This is an optimization exercise on Yosys and OpenROAD, whose aim is small area, not a production implementation.
The RTL was checked by simulation tests, not by an equivalence proof against the original design.
No activity file was given, so power comes from the tool's default toggle rates.

## config.mk

```make
export PLATFORM = sky130hd
export DESIGN_NAME = ram_true_dual
export DESIGN_NICKNAME = ram_true_dual
export VERILOG_FILES = /design/flow/design.v
export SDC_FILE = /design/flow/constraint.sdc
export NUM_CORES = 4
export LEC_CHECK = 0
export CAP_MARGIN = 20
export CELL_PAD_IN_SITES_DETAIL_PLACEMENT = 2
export CELL_PAD_IN_SITES_GLOBAL_PLACEMENT = 2
export CORE_MARGIN = 2
export CORE_UTILIZATION = 35
export CTS_BUF_LIST = sky130_fd_sc_hd__clkbuf_16
export CTS_CLUSTER_DIAMETER = 60
export CTS_CLUSTER_SIZE = 20
export PLACE_DENSITY = 0.4
export SLEW_MARGIN = 20
export SYNTH_HIERARCHICAL = 1
```

## constraint.sdc

```tcl
create_clock -name core_clock -period 6.0 [get_ports {clk}]
set_input_delay 1.2000 -clock core_clock [delete_from_list [all_inputs] [get_ports {clk}]]
set_output_delay 1.2000 -clock core_clock [all_outputs]
set_load 0.01 [all_outputs]
```

## design.v

```verilog
module rtd_bit_next (
    input  logic sel1,
    input  logic wd1,
    input  logic sel2,
    input  logic wd2,
    input  logic hold,
    input  logic s,
    output logic n
);
    assign n = (sel1 & wd1) | (sel2 & wd2) | (hold & s);
endmodule
module rtd_rd_leaf #(
    parameter int W = 3
) (
    input  logic [W-1:0] sel,
    input  logic [W-1:0] s,
    output logic         y_n
);
    assign y_n = !(|(sel & s));
endmodule
module rtd_rd_tree #(
    parameter int N = 43
) (
    input  logic [N-1:0] y_n,
    output logic         r
);
    assign r = !(&y_n);
endmodule
module rtd_word_sel (
    input  logic lo_n,
    input  logic hi_n,
    output logic sel
);
    assign sel = !(lo_n | hi_n);
endmodule
module rtd_word_hold (
    input  logic lo1_n,
    input  logic hw1_n,
    input  logic lo2_n,
    input  logic hw2_n,
    output logic hold
);
    assign hold = (lo1_n | hw1_n) & (lo2_n | hw2_n);
endmodule
module ram_true_dual #(
    parameter int DATA_WIDTH = 8,
    parameter int ADDR_WIDTH = 7
) (
    output logic [DATA_WIDTH-1:0] q1,
    output logic [DATA_WIDTH-1:0] q2,
    input  logic [DATA_WIDTH-1:0] d1,
    input  logic [DATA_WIDTH-1:0] d2,
    input  logic [ADDR_WIDTH-1:0] a1,
    input  logic [ADDR_WIDTH-1:0] a2,
    input  logic                  we1,
    input  logic                  we2,
    input  logic                  clk,
    input  logic                  rst_n
);
    localparam int DEPTH = 1 << ADDR_WIDTH;   
    localparam int NLEAF = (DEPTH + 2) / 3;    
    logic [DEPTH-1:0][DATA_WIDTH-1:0] mem;
    logic [DEPTH-1:0][DATA_WIDTH-1:0] mem_n;
    logic [DEPTH-1:0]      sel1, sel2, rsel1, rsel2, hold;
    logic                  wr1_en, wr2_en;
    logic [DATA_WIDTH-1:0] wd1, wd2;
    logic [7:0]  lo1_n, lo2_n;
    logic [15:0] hi1_n, hi2_n;
    logic [15:0] hw1_n, hw2_n;
    logic [DATA_WIDTH-1:0] rd1, rd2;
    logic [DATA_WIDTH-1:0] q1_q, q2_q;
    assign wr1_en = rst_n && we1;
    assign wr2_en = rst_n && we2 && !(we1 && (a1 == a2));
    assign wd1    = {DATA_WIDTH{wr1_en}} & d1;
    assign wd2    = {DATA_WIDTH{wr2_en}} & d2;
    always_comb begin
        for (int i = 0; i < 8; i++) begin
            lo1_n[i] = !(a1[2:0] == 3'(i));
            lo2_n[i] = !(a2[2:0] == 3'(i));
        end
        for (int i = 0; i < 16; i++) begin
            hi1_n[i] = !(a1[6:3] == 4'(i));
            hi2_n[i] = !(a2[6:3] == 4'(i));
            hw1_n[i] = !(wr1_en && a1[6:3] == 4'(i));
            hw2_n[i] = !(wr2_en && a2[6:3] == 4'(i));
        end
    end
    for (genvar w = 0; w < DEPTH; w++) begin : g_word
        rtd_word_sel u_sel1 (.lo_n(lo1_n[w % 8]), .hi_n(hi1_n[w / 8]), .sel(sel1[w]));
        rtd_word_sel u_sel2 (.lo_n(lo2_n[w % 8]), .hi_n(hi2_n[w / 8]), .sel(sel2[w]));
        rtd_word_sel u_rsel1 (.lo_n(lo1_n[w % 8]), .hi_n(hi1_n[w / 8]), .sel(rsel1[w]));
        rtd_word_sel u_rsel2 (.lo_n(lo2_n[w % 8]), .hi_n(hi2_n[w / 8]), .sel(rsel2[w]));
        rtd_word_hold u_hold (
            .lo1_n(lo1_n[w % 8]), .hw1_n(hw1_n[w / 8]),
            .lo2_n(lo2_n[w % 8]), .hw2_n(hw2_n[w / 8]), .hold(hold[w])
        );
        for (genvar b = 0; b < DATA_WIDTH; b++) begin : g_bit
            rtd_bit_next u_nx (
                .sel1(sel1[w]), .wd1(wd1[b]), .sel2(sel2[w]), .wd2(wd2[b]),
                .hold(hold[w]), .s(mem[w][b]), .n(mem_n[w][b])
            );
        end
    end
    always_ff @(posedge clk) begin
        mem <= mem_n;
    end
    for (genvar b = 0; b < DATA_WIDTH; b++) begin : g_rd
        logic [DEPTH-1:0] s_b;
        logic [NLEAF-1:0] y1_n, y2_n;
        for (genvar w = 0; w < DEPTH; w++) begin : g_col
            assign s_b[w] = mem[w][b];
        end
        for (genvar l = 0; l < NLEAF; l++) begin : g_leaf
            localparam int LW = (3 * l + 3 <= DEPTH) ? 3 : DEPTH - 3 * l;
            rtd_rd_leaf #(.W(LW)) u_l1 (
                .sel(rsel1[3*l +: LW]), .s(s_b[3*l +: LW]), .y_n(y1_n[l])
            );
            rtd_rd_leaf #(.W(LW)) u_l2 (
                .sel(rsel2[3*l +: LW]), .s(s_b[3*l +: LW]), .y_n(y2_n[l])
            );
        end
        rtd_rd_tree #(.N(NLEAF)) u_t1 (.y_n(y1_n), .r(rd1[b]));
        rtd_rd_tree #(.N(NLEAF)) u_t2 (.y_n(y2_n), .r(rd2[b]));
    end
    always_ff @(posedge clk or negedge rst_n) begin
        if (!rst_n) begin
            q1_q <= '0;
            q2_q <= '0;
        end else begin
            q1_q <= we1 ? d1 : rd1;
            q2_q <= we2 ? d2 : rd2;
        end
    end
    assign q1 = q1_q;
    assign q2 = q2_q;
endmodule
```

## run.sh

```bash
#!/bin/bash
# synth_recipe.tcl (not shown) runs the flow's synth.tcl, then flattens the netlist and writes it again
# the make line also repeats each setting of config.mk as NAME=value (left out here)
make -C /OpenROAD-flow-scripts/flow DESIGN_CONFIG=/design/flow/config.mk WORK_HOME=/design/flow/orfs CLKGATE_MAP_FILE= SYNTH_SCRIPT=/design/flow/synth_recipe.tcl finish
```

==> flow_summary.yaml, run 1 <==
power_and_ir_drop:
  power_frac_seq_pct: 45.0
  p_per_area_nw_per_um2: 327
  clkPwrFrac_pct: 45.7
  pwr-share-comb_pct: 9.4
  internal_power_mw: 13.1
  swShare_pct: 29.6
  ir_worst_vdd_uv: 233
  power_switching_mw: 5.49
  p_leak_nw: 25.6
synthesis:
  synth_cell_types: 33
  yosys.area.top_type: "dfxtp_1"
  yosys_warnings: 7
  syn-instance-count: 4846
  avgSynthCellArea_um2: 9.82
  synth-seq-cells: 1040
  synth_top_cells_by_area: "dfxtp_1, a222oi_1, inv_1"
  ys_seq_area_share_pct: 43.9
  synthesis.area_um2: 47600
  netlist.area_leader.share_pct: 43.1
  synthesis.nets: 4880
setup_path:
  critical_path.endpoint_type: "register"
  crit_arrival_ns: 6.03
  critPathKind: "in2reg"
  cp-start-kind: "primary input"
  critical_path.max_fanout: 8
  crit_required_ns: 6.64
cts:
  clk_path_buf_depth: 3
  cts.sinks: 1040
  post-cts-setup-buffers: 0
  clk_pin_slew_ns: 0.06
  cts_inserted_buffers: 132
  cts_tree: "done"
  post_cts_resized: 0
  cts_hold_buf: 0
  h-tree-depth: 4
  cts_root_buf: "clkbuf_16"
  clk_latency_ns: 0.79
floorplan:
  io_pins: 50
  dieArea_um2: 139000
  die_w_um: 373
  rows: 135
  initial_core_util_pct: 35.2
  die_h_um: 373
  core_area_um2: 135000
sta:
  post-route-period-util_pct: 89.8
  rsz0062_at_grt: "false"
  max_slew_margin_pct: 15.8
  fin_worst_skew_ns: 0.0346
  finalCriticalPeriod_ns: 5.39
  fmax_ghz: 0.186
  hold_violations: 0
  worst_pin_slew_ns: 1.26
  holdWs_ns: 0.516
  setup_viol: 0
  finalMaxSlewViolations: 0
route:
  drt-vias-per-instance: 7.87
  routedWlPerCell_um: 42.0
  drt_iter0_markers: 14500
  drc: 0
  dr.pass1.iters: 12
  routed_wl_um: 297000
  postRouteAntennaNets: 0
  vias: 55700
placement:
  place.gp.congestion: 1.02
  port_buffers: 49
  place_area_um2: 52100
  dp_hpwl_um: 196000
global_route:
  track_usage_pct: 40.8
  grt_pass1_vias: 54100
  grt_max_degree: 108
  overflow: 0
  grt_antenna_before_repair: 15
  grt_pass1_wl_um: 417000
finish:
  final_net_count: 5230
  area_growth_pct: 19.2
  finalInstanceArea_um2: 56700
  drive_above_1_share_pct: 9.09
outcome:
  status: "complete, no violations"
run:
  maxCapViolations: 0
min_path:
  min_path_type: "reg2reg"
## per-module statistics from Yosys (local to each module, per instance), a selection
module / times used / flip-flops and latches
rtd_bit_next: 1024 / 0
rtd_word_hold: 128 / 0
rtd_word_sel: 512 / 0
ram_true_dual: 1 / 1040
## metal layers
layer  global-route usage (%)  vias to the layer above  part of all wire, %
li1                         -                    22100                    -
met1                     54.4                    29000                   40
met2                     62.0                     3834                   43
met3                     8.33                      763                   11
met4                     21.6                       16                  5.8
met5                        0                        -                0.037
## through the flow
| stage | setup TNS (ns) | utilization [%] | total power [mW] | std cells | setup WS (ns) |
|---|---|---|---|---|---|
| 4_1_cts | 0 | 41.9 | 18.6 | 7081 | 0.791 |
| 2_1_floorplan | 0 | - | 9.09 | 4846 | 1.71 |
| 3_5_place_dp | -0.0186 | 38.5 | 10.1 | 6842 | -0.0186 |
| 3_3_place_gp | -0.0876 | 38.5 | 10.1 | 6842 | -0.0476 |
| 6_report | 0 | 41.9 | 18.6 | 7084 | 0.613 |
| 5_1_grt | 0 | 41.9 | 19.1 | 7082 | 0.732 |
## layout by cell type (no fill, tap or decap), types with 6 or more instances in the layout
cell type,instances
clkinv_2,7
nor3_1,21
o22a_1,128
nand2_1,40
nor4_2,6
clkinv_1,9
inv_6,15
buf_4,162
a22oi_2,16
clkinvlp_4,15
mux2_2,16
nor2b_1,7
clkinv_4,14
buf_12,29
bufinv_16,12
nor2_1,531
clkdlybuf4s50_1,47
dfxtp_1,1024
nand4_1,162
and3_4,8
nor4_1,26
inv_8,8
a222oi_1,1696
nand3_1,42
inv_1,1035
nand3b_1,6
clkbuf_16,139
clkinv_8,6
o2111a_4,8
dfrtp_1,16
o21ai_0,15
## power by group through the flow
| stage | logic, mW | registers [mW] | clock network (mW) |
|---|---|---|---|
| 2_1_floorplan | 1.00 | 8.09 | 0 |
| 3_3_place_gp | 1.62 | 8.43 | 0 |
| 3_5_place_dp | 1.69 | 8.44 | 0 |
| 4_1_cts | 1.70 | 8.30 | 8.57 |
| 5_1_grt | 1.85 | 8.39 | 8.87 |
| 6_report | 1.74 | 8.35 | 8.48 |
## layout make-up
| class | instances | area (um^2) |
|---|---|---|
| Multi-Input combinational cell | 2757 | 22900 |
| Tap cell | 1781 | 2230 |
| Clock inverter | 100 | 1070 |
| Inverter | 1024 | 3840 |
| Sequential cell | 1040 | 20900 |
| Timing Repair Buffer | 241 | 2280 |
| Clock buffer | 139 | 3480 |
| Fill cell | 14400 | 78600 |
| Antenna cell | 2 | 5.00 |
## final timing paths
check	slack, ns	cells past startpoint	startpoint	to
setup reg to reg	2.73	7	mem[840]$_DFF_P_	q1_q[0]$_DFF_PN0_
hold reg to reg	0.52	2	mem[750]$_DFF_P_	mem[750]$_DFF_P_
setup / recovery	0.61	10	a1[3]	q1_q[0]$_DFF_PN0_
min in group asynchronous	0.57	2	rst_n	q1_q[6]$_DFF_PN0_
max in group asynchronous	5.01	2	rst_n	q2_q[7]$_DFF_PN0_
hold / removal	0.52	2	mem[750]$_DFF_P_	mem[750]$_DFF_P_
## cells by family after synthesis
group / after synthesis / synth area share [%]
mux: 16 / 0.379
xor+xnor: 7 / 0.176
compound gates: 1864 / 38.8
flops: 1040 / 43.9
buf+inv: 1049 / 8.40
simple gates: 870 / 8.34
## cells in the mapped netlist, drive strengths merged
cell type  number
a222oi       1696
a22oi          16
and2            1
and2b           1
and3           10
buf            17
clkbuf          8
dfrtp          16
dfxtp        1024
inv          1024
mux2           16
nand2          42
nand2b          2
nand3          44
nand3b          6
nand4         164
nand4b          2
nand4bb         1
nor2          531
nor2b           7
nor3           21
nor4           32
o2111a          8
o21ai          16
o22a          128
or3             2
or3b            4
xnor2           7
## worst max-delay path: stages
cell and delay [ns]:
clkdlybuf4s50_1 0.79, nor2b_1 0.35, nand2_1 0.60, buf_4 0.28, nor2_1 0.15, a222oi_1 0.76
nand4_1 0.31, nor4_1 1.04, nand3_1 0.18, mux2_2 0.32
## sequential cells by signal, summed over array words and instances, names as in the netlist
name and cells:
mem 1024, q2_q 8, q1_q 8
==> run 2, diff against run 1 <==
--- a/config.mk
+++ b/config.mk
@@ -11,8 +11,8 @@
 export CORE_MARGIN = 2
 export CORE_UTILIZATION = 35
 export CTS_BUF_LIST = sky130_fd_sc_hd__clkbuf_16
-export CTS_CLUSTER_DIAMETER = 60
-export CTS_CLUSTER_SIZE = 20
+export CTS_CLUSTER_DIAMETER = 80
+export CTS_CLUSTER_SIZE = 26
 export PLACE_DENSITY = 0.4
 export SLEW_MARGIN = 20
 export SYNTH_HIERARCHICAL = 1
==> flow_summary.yaml, run 2 <==
sta:
  rsz0062_at_grt: "false"
  max_slew_margin_pct: 10.4
  post-route-period-util_pct: 90.8
  setup_viol: 0
  finalMaxSlewViolations: 0
  finalCriticalPeriod_ns: 5.45
  fmax_ghz: 0.184
  hold_violations: 0
  worst_pin_slew_ns: 1.33
  fin_worst_skew_ns: 0.0327
synthesis:
  synth_cell_types: 33
  ys_seq_area_share_pct: 43.9
  synth_adder_area_share_pct: 0
  synthTopCellsByCount: "a222oi_1, dfxtp_1, inv_1"
  async_reset_ff_share_pct: 1.54
  yosys.area.top_type: "dfxtp_1"
  synth-xor-area-share_pct: 0.176
  avgSynthCellArea_um2: 9.82
  yosys_warnings: 7
  netlist.area_leader.share_pct: 43.1
  synth_top_cells_by_area: "dfxtp_1, a222oi_1, inv_1"
  synthMuxAreaShare_pct: 0.379
  syn-instance-count: 4846
  synth_ff_type: "dfxtp_1"
  synth.most_common_cell: "a222oi_1"
  synth_edf_count: 0
  yosys.area_share.simple_pct: 8.34
  synth_compound_area_share_pct: 38.8
  synthesis.area_um2: 47600
  synth-seq-cells: 1040
  synth_top_family_by_area: "compound AO/OA/AOI/OAI gates"
  synthesis.nets: 4880
floorplan:
  core_area_um2: 135000
  die_h_um: 373
  io_pins: 50
  initial_core_util_pct: 35.2
  dieArea_um2: 139000
  die_w_um: 373
  rows: 135
global_route:
  overflow: 0
  track_usage_pct: 40.4
  grt_max_degree: 108
  grt_pass1_wl_um: 414000
  grt_pass1_vias: 53300
  grt_antenna_before_repair: 20
route:
  drt_iter0_markers: 14400
  drc: 0
  drt-vias-per-instance: 7.92
  routed_wl_um: 295000
  postRouteAntennaNets: 0
  routedWlPerCell_um: 42.2
  vias: 55400
  dr.pass1.iters: 14
cts:
  clk_latency_ns: 0.74
  cts_root_buf: "clkbuf_16"
  cts_tree: "done"
  h-tree-depth: 3
  clk_pin_slew_ns: 0.09
  post-cts-setup-buffers: 0
  cts_hold_buf: 0
  cts_inserted_buffers: 78
  cts.sinks: 1040
  post_cts_resized: 0
  clk_path_buf_depth: 3
run:
  maxCapViolations: 0
power_and_ir_drop:
  ir_worst_vdd_uv: 231
  p_leak_nw: 24.8
  p_per_area_nw_per_um2: 296
placement:
  port_buffers: 49
  dp_hpwl_um: 196000
  place_area_um2: 52100
  place.gp.congestion: 1.02
  dp.cells: 6842
setup_path:
  path_delay_family: "simple AND/OR/NAND/NOR gates"
  critical_path.endpoint_type: "register"
  cpMaxStageDelayCell: "nor4_1"
  critPathMaxStageDelay_ns: 1.13
  crit_buf_inv: 2
  critPathKind: "in2reg"
  r2r_end: "q1_q[0]$_DFF_PN0_"
  crit_arrival_ns: 6.08
  crit_required_ns: 6.63
  timing.reg2reg.setup_slack_ns: 2.62
  critical_path.max_fanout: 8
  reg2reg_from: "mem[72]$_DFF_P_"
  cp-start-kind: "primary input"
  crit_chain: "clkdlybuf4s50_1 > nor2b_1 > nand2_1 > buf_4 > nor2_1 > a222oi_1 > nand4_1 > nor4_1 > nand3_1 > mux2_2"
  reg2regPathDepth: 6
min_path:
  whs_endpoint: "mem[474]$_DFF_P_"
  min_path_type: "reg2reg"
  hold_depth: 2
  holdCritStartpoint: "mem[474]$_DFF_P_"
finish:
  finalInstanceArea_um2: 55100
  layout_common_cells: "a222oi_1, inv_1, dfxtp_1, nor2_1"
  drive_above_1_share_pct: 7.78
  final_cells: 6993
  top_regs: "mem x1024, q1_q x8, q2_q x8"
  regMostFlops: "mem"
  area_growth_pct: 15.7
  layout_commonest_cell: "a222oi_1"
  final_net_count: 5177
  largest_register_ffs: 1024
outcome:
  status: "complete, no violations"
==> run 2: cell counts after synthesis <==
No cell type changed its count.
==> run 2: logic make-up (layout without fill, tap and decap cells) <==
logic type	count (synthesis)	count (layout)
other	0	3
and+or+nand+nor	870	870
xor gates and xnor gates	7	7
AOI/OAI and AO/OA	1864	1864
buffers and inverters	1049	1412
DFF	1040	1040
muxes	16	16
==> run 2: worst reg2reg max path, cell delays in order (launching register included) <==
cell and delay [ns]:
dfxtp_1 0.36, a222oi_1 0.50, nand4_1 0.67, nor4_1 1.10
buf_4 0.26, nand3_1 0.07, mux2_2 0.33
==> run 2: how the worst max path moves through the flow <==
stage / from / to / cells after the start
6_report: a1[3] / q1_q[0]$_DFF_PN0_ / 10
2_1_floorplan: a1[1] / mem[1003]$_DFF_P_ / 7
4_1_cts: a2[3] / q2_q[2]$_DFF_PN0_ / 11
3_3_place_gp: a1[3] / q1_q[5]$_DFF_PN0_ / 10
5_1_grt: a2[3] / q2_q[6]$_DFF_PN0_ / 11
3_5_place_dp: a2[3] / q2_q[2]$_DFF_PN0_ / 11
==> run 2: report_power, final <==
group	total (mW)	switching (mW)	internal, mW
registers	8.34	0.765	7.57
logic	1.73	1.07	0.666
clock network	6.20	3.36	2.84
total	16.3	5.19	11.1
==> run 2: cell type report <==
cell class                 count  area (um^2)
antenna                        3         7.51
clock buffer                  81         2030
clock inverter                65          852
fill                       14500        80200
inverter                    1024         3840
multi-input combinational   2757        22900
sequential                  1040        20900
tap                         1781         2230
timing repair buffer         242         2290
==> run 2: per-stage QoR <==
step	setup TNS [ns]	power, mW	setup WS (ns)	hold slack (ns)	utilization [%]
final	0	16.3	0.552	0.521	40.7
after global routing	0	16.8	0.650	0.539	40.7
after CTS	0	16.3	0.717	0.519	40.7
after detailed placement	-0.0186	10.1	-0.0186	0.498	38.5
after global placement	-0.0876	10.1	-0.0476	0.484	38.5
after floorplan	0	9.09	1.71	0.472	-
==> run 2: routing by layer <==
layer / vias to the layer above / track usage [%] / part of all wire (%)
met3: 718 / 6.96 / 11
li1: 22000 / - / -
met2: 3747 / 61.3 / 44
met5: - / 0 / 0.049
met4: 22 / 21.2 / 5.8
met1: 28900 / 54.7 / 40
==> run 2: Yosys stat by module, one instance, submodules excluded, a selection <==
module         flip-flops and latches  cells inside
rtd_word_sel                        0             1
rtd_bit_next                        0             2
rtd_word_hold                       0             1
ram_true_dual                    1040          1230
==> run 3, diff against run 2 <==
--- a/config.mk
+++ b/config.mk
@@ -11,8 +11,8 @@
 export CORE_MARGIN = 2
 export CORE_UTILIZATION = 35
 export CTS_BUF_LIST = sky130_fd_sc_hd__clkbuf_16
-export CTS_CLUSTER_DIAMETER = 80
-export CTS_CLUSTER_SIZE = 26
+export CTS_CLUSTER_DIAMETER = 85
+export CTS_CLUSTER_SIZE = 28
 export PLACE_DENSITY = 0.4
 export SLEW_MARGIN = 20
 export SYNTH_HIERARCHICAL = 1
==> flow_summary.yaml, run 3 <==
outcome:
  status: "complete, no violations"
power_and_ir_drop:
  power_frac_seq_pct: 54.0
  pwr-share-comb_pct: 11.2
  internal_power_mw: 10.6
  power_switching_mw: 4.88
  p_leak_nw: 24.5
  ir_worst_vdd_uv: 212
  clkPwrFrac_pct: 34.8
  p_per_area_nw_per_um2: 284
  swShare_pct: 31.6
sta:
  fin_ws_ns: 0.490
  rsz0062_at_grt: "false"
  finalMaxSlewViolations: 0
  post-route-period-util_pct: 91.8
  fmax_ghz: 0.181
  worst_pin_slew_ns: 1.27
  setup_viol: 0
  holdWs_ns: 0.525
  max_slew_margin_pct: 15.4
  fin_worst_skew_ns: 0.0367
  finalCriticalPeriod_ns: 5.51
  finalSetupTns_ns: 0
  hold_violations: 0
setup_path:
  timing.reg2reg.setup_slack_ns: 2.67
  critical_path.max_fanout: 8
  critPathKind: "in2reg"
  critical_path.endpoint_type: "register"
  crit_end: "q1_q[0]$_DFF_PN0_"
  reg2regPathDepth: 7
  r2r_end: "q1_q[0]$_DFF_PN0_"
  cp-start-kind: "primary input"
  reg2reg_from: "mem[840]$_DFF_P_"
  critPathLaunch: "a1[3]"
  crit_required_ns: 6.58
  crit_arrival_ns: 6.09
placement:
  place_ws_ns: -0.0186
  place_area_um2: 52100
  dp.cells: 6842
  dp_hpwl_um: 196000
  port_buffers: 49
  place.gp.congestion: 1.02
finish:
  drive_above_1_share_pct: 7.16
  layout_common_cells: "a222oi_1, inv_1, dfxtp_1, nor2_1"
  finalInstanceArea_um2: 54400
  n_fill_cell: 14500
  regMostFlops: "mem"
  final_net_count: 5164
  final_cells: 6961
  layout_commonest_cell: "a222oi_1"
  seqCellArea_um2: 20900
  area_growth_pct: 14.4
  multi_input_area_um2: 22900
  top_regs: "mem x1024, q1_q x8, q2_q x8"
  largest_register_ffs: 1024
synthesis:
  ys_seq_area_share_pct: 43.9
  async_reset_ff_share_pct: 1.54
  synthTopCellsByCount: "a222oi_1, dfxtp_1, inv_1"
  yosys_warnings: 7
  yosys.area.top_type: "dfxtp_1"
  synth_cell_types: 33
  avgSynthCellArea_um2: 9.82
  synthesis.nets: 4880
  netlist.area_leader.share_pct: 43.1
  syn-instance-count: 4846
  synthesis.area_um2: 47600
  synth.most_common_cell: "a222oi_1"
  synth_top_cells_by_area: "dfxtp_1, a222oi_1, inv_1"
  synth-seq-cells: 1040
  synth_ff_type: "dfxtp_1"
  synth_edf_count: 0
cts:
  cts_hold_buf: 0
  post-cts-setup-buffers: 0
  clk_latency_ns: 0.72
  cts_tree: "done"
  h-tree-depth: 3
  clk_pin_slew_ns: 0.10
  cts.sinks: 1040
  clk_path_buf_depth: 3
  post_cts_resized: 0
  cts_inserted_buffers: 66
  cts_root_buf: "clkbuf_16"
run:
  maxCapViolations: 0
global_route:
  grt_antenna_before_repair: 12
  grt_pass1_vias: 53000
  grt_pass1_wl_um: 412000
  overflow: 0
  track_usage_pct: 40.2
  grt_max_degree: 108
floorplan:
  core_area_um2: 135000
  rows: 135
  dieArea_um2: 139000
  io_pins: 50
  die_h_um: 373
  initial_core_util_pct: 35.2
  die_w_um: 373
route:
  postRouteAntennaNets: 0
  routedWlPerCell_um: 42.2
  drt-vias-per-instance: 7.91
  drc: 0
  dr.pass1.iters: 13
  routed_wl_um: 294000
  drt_iter0_markers: 14300
  vias: 55100
min_path:
  min_path_type: "reg2reg"
## run 3: changes by cell type in the layout (fill, tap and decap cells not counted), sizes merged
cell,change
diode,-2
clkinv,-2
inv,-13
clkbuf,-14
bufinv,-1
## run 3: kinds of logic (layout without fill, tap and decap cells)
family                    Yosys count  in the layout  share of synthesized area [%]
and+or+nand+nor                   870            870                           8.34
xor gates and xnor gates            7              7                          0.176
buffers and inverters            1049           1382                           8.40
DFF                              1040           1040                           43.9
other                               0              1                              0
AOI/OAI and AO/OA                1864           1864                           38.8
muxes                              16             16                          0.379
## run 3: per-layer routing
| layer | global-route usage [%] | vias to the layer above | share of wire [%] | wire (um) |
|---|---|---|---|---|
| met5 | 0 | - | 0.025 | 74 |
| met4 | 19.8 | 12 | 5.4 | 16000 |
| met3 | 6.83 | 657 | 11 | 32200 |
| met2 | 61.5 | 3741 | 44 | 128000 |
| met1 | 54.6 | 28800 | 40 | 117000 |
| li1 | - | 21900 | - | - |
## run 3: worst min-delay path by stage
stage                           startpoint                to  cells after the start
final                     mem[750]$_DFF_P_  mem[750]$_DFF_P_                      2
after global routing      mem[791]$_DFF_P_  mem[791]$_DFF_P_                      2
after CTS                 mem[791]$_DFF_P_  mem[791]$_DFF_P_                      2
after detailed placement  mem[791]$_DFF_P_  mem[791]$_DFF_P_                      2
after global placement    mem[577]$_DFF_P_  mem[577]$_DFF_P_                      2
after floorplan             mem[0]$_DFF_P_    mem[0]$_DFF_P_                      2
## run 3: layout make-up
cell class | instances | area share [%]
tap | 1781 | 4.09
timing repair buffer | 241 | 4.19
clock buffer | 68 | 3.13
antenna | 1 | 0.00460
sequential | 1040 | 38.4
inverter | 1024 | 7.06
multi-input combinational | 2757 | 42.1
clock inverter | 49 | 1.08
## run 3: Yosys stat by module, one instance, submodules excluded, excerpt
module         flip-flops and latches  times used  cells
ram_true_dual                    1040           1   1230
rtd_bit_next                        0        1024      2
rtd_word_hold                       0         128      1
rtd_word_sel                        0         512      1
## run 3: metrics by stage
| stage | utilization (%) | total power, mW |
|---|---|---|
| detailed placement | 38.5 | 10.1 |
| global placement | 38.5 | 10.1 |
| CTS | 40.2 | 15.4 |
| global route | 40.2 | 15.9 |
| finish | 40.2 | 15.4 |
| floorplan | - | 9.09 |
## run 3: worst max-delay path: stages
cell and delay (ns):
clkdlybuf4s50_1 0.79, nor2b_1 0.34, nand2_1 0.60, buf_4 0.28, nor2_1 0.15, a222oi_1 0.83, nand4_1 0.32, nor4_1 1.05
nand3_1 0.18, mux2_2 0.33
## run 3: power by group through the flow
stage	clock network (mW)	logic [mW]	registers [mW]
finish	5.38	1.73	8.34
global route	5.69	1.84	8.38
CTS	5.46	1.69	8.29
detailed placement	0	1.69	8.44
global placement	0	1.62	8.43
floorplan	0	1.00	8.09

## port drivers added, routing unchanged
Ports are ideal in the flow. The routed layouts listed here were re-timed in OpenROAD.
Step 1 sets driving cells, clkbuf_16 on the clock port and buf_2 on the other inputs (assumed; they add their load-dependent delay and slew).
Step 2 adds t to the input delays and takes it off the output delays; t is the mean of the earliest and latest rising clock arrival at the registers after step 1. Input paths then give back, and output paths get back, about the clock's delay inside the block.
a / b / c = ideal / step 1 / step 2; a / b = the first two.
run | t (ns) | slack for setup (ns) | worst data-port slew with drivers (ns) | pins driven straight from the clock port
run 1 | 0.859 | 0.613 / 0.674 / -0.186 | 0.16 | 1
run 2 | 0.819 | 0.552 / 0.611 / -0.208 | 0.15 | 1
run 3 | 0.790 | 0.490 / 0.553 / -0.237 | 0.16 | 1
With both steps, setup timing fails in every run listed, where it was met with ideal ports. The setup slack of run 1, which loses most, moves by +0.061 ns with the drivers and by -0.799 ns with both steps.
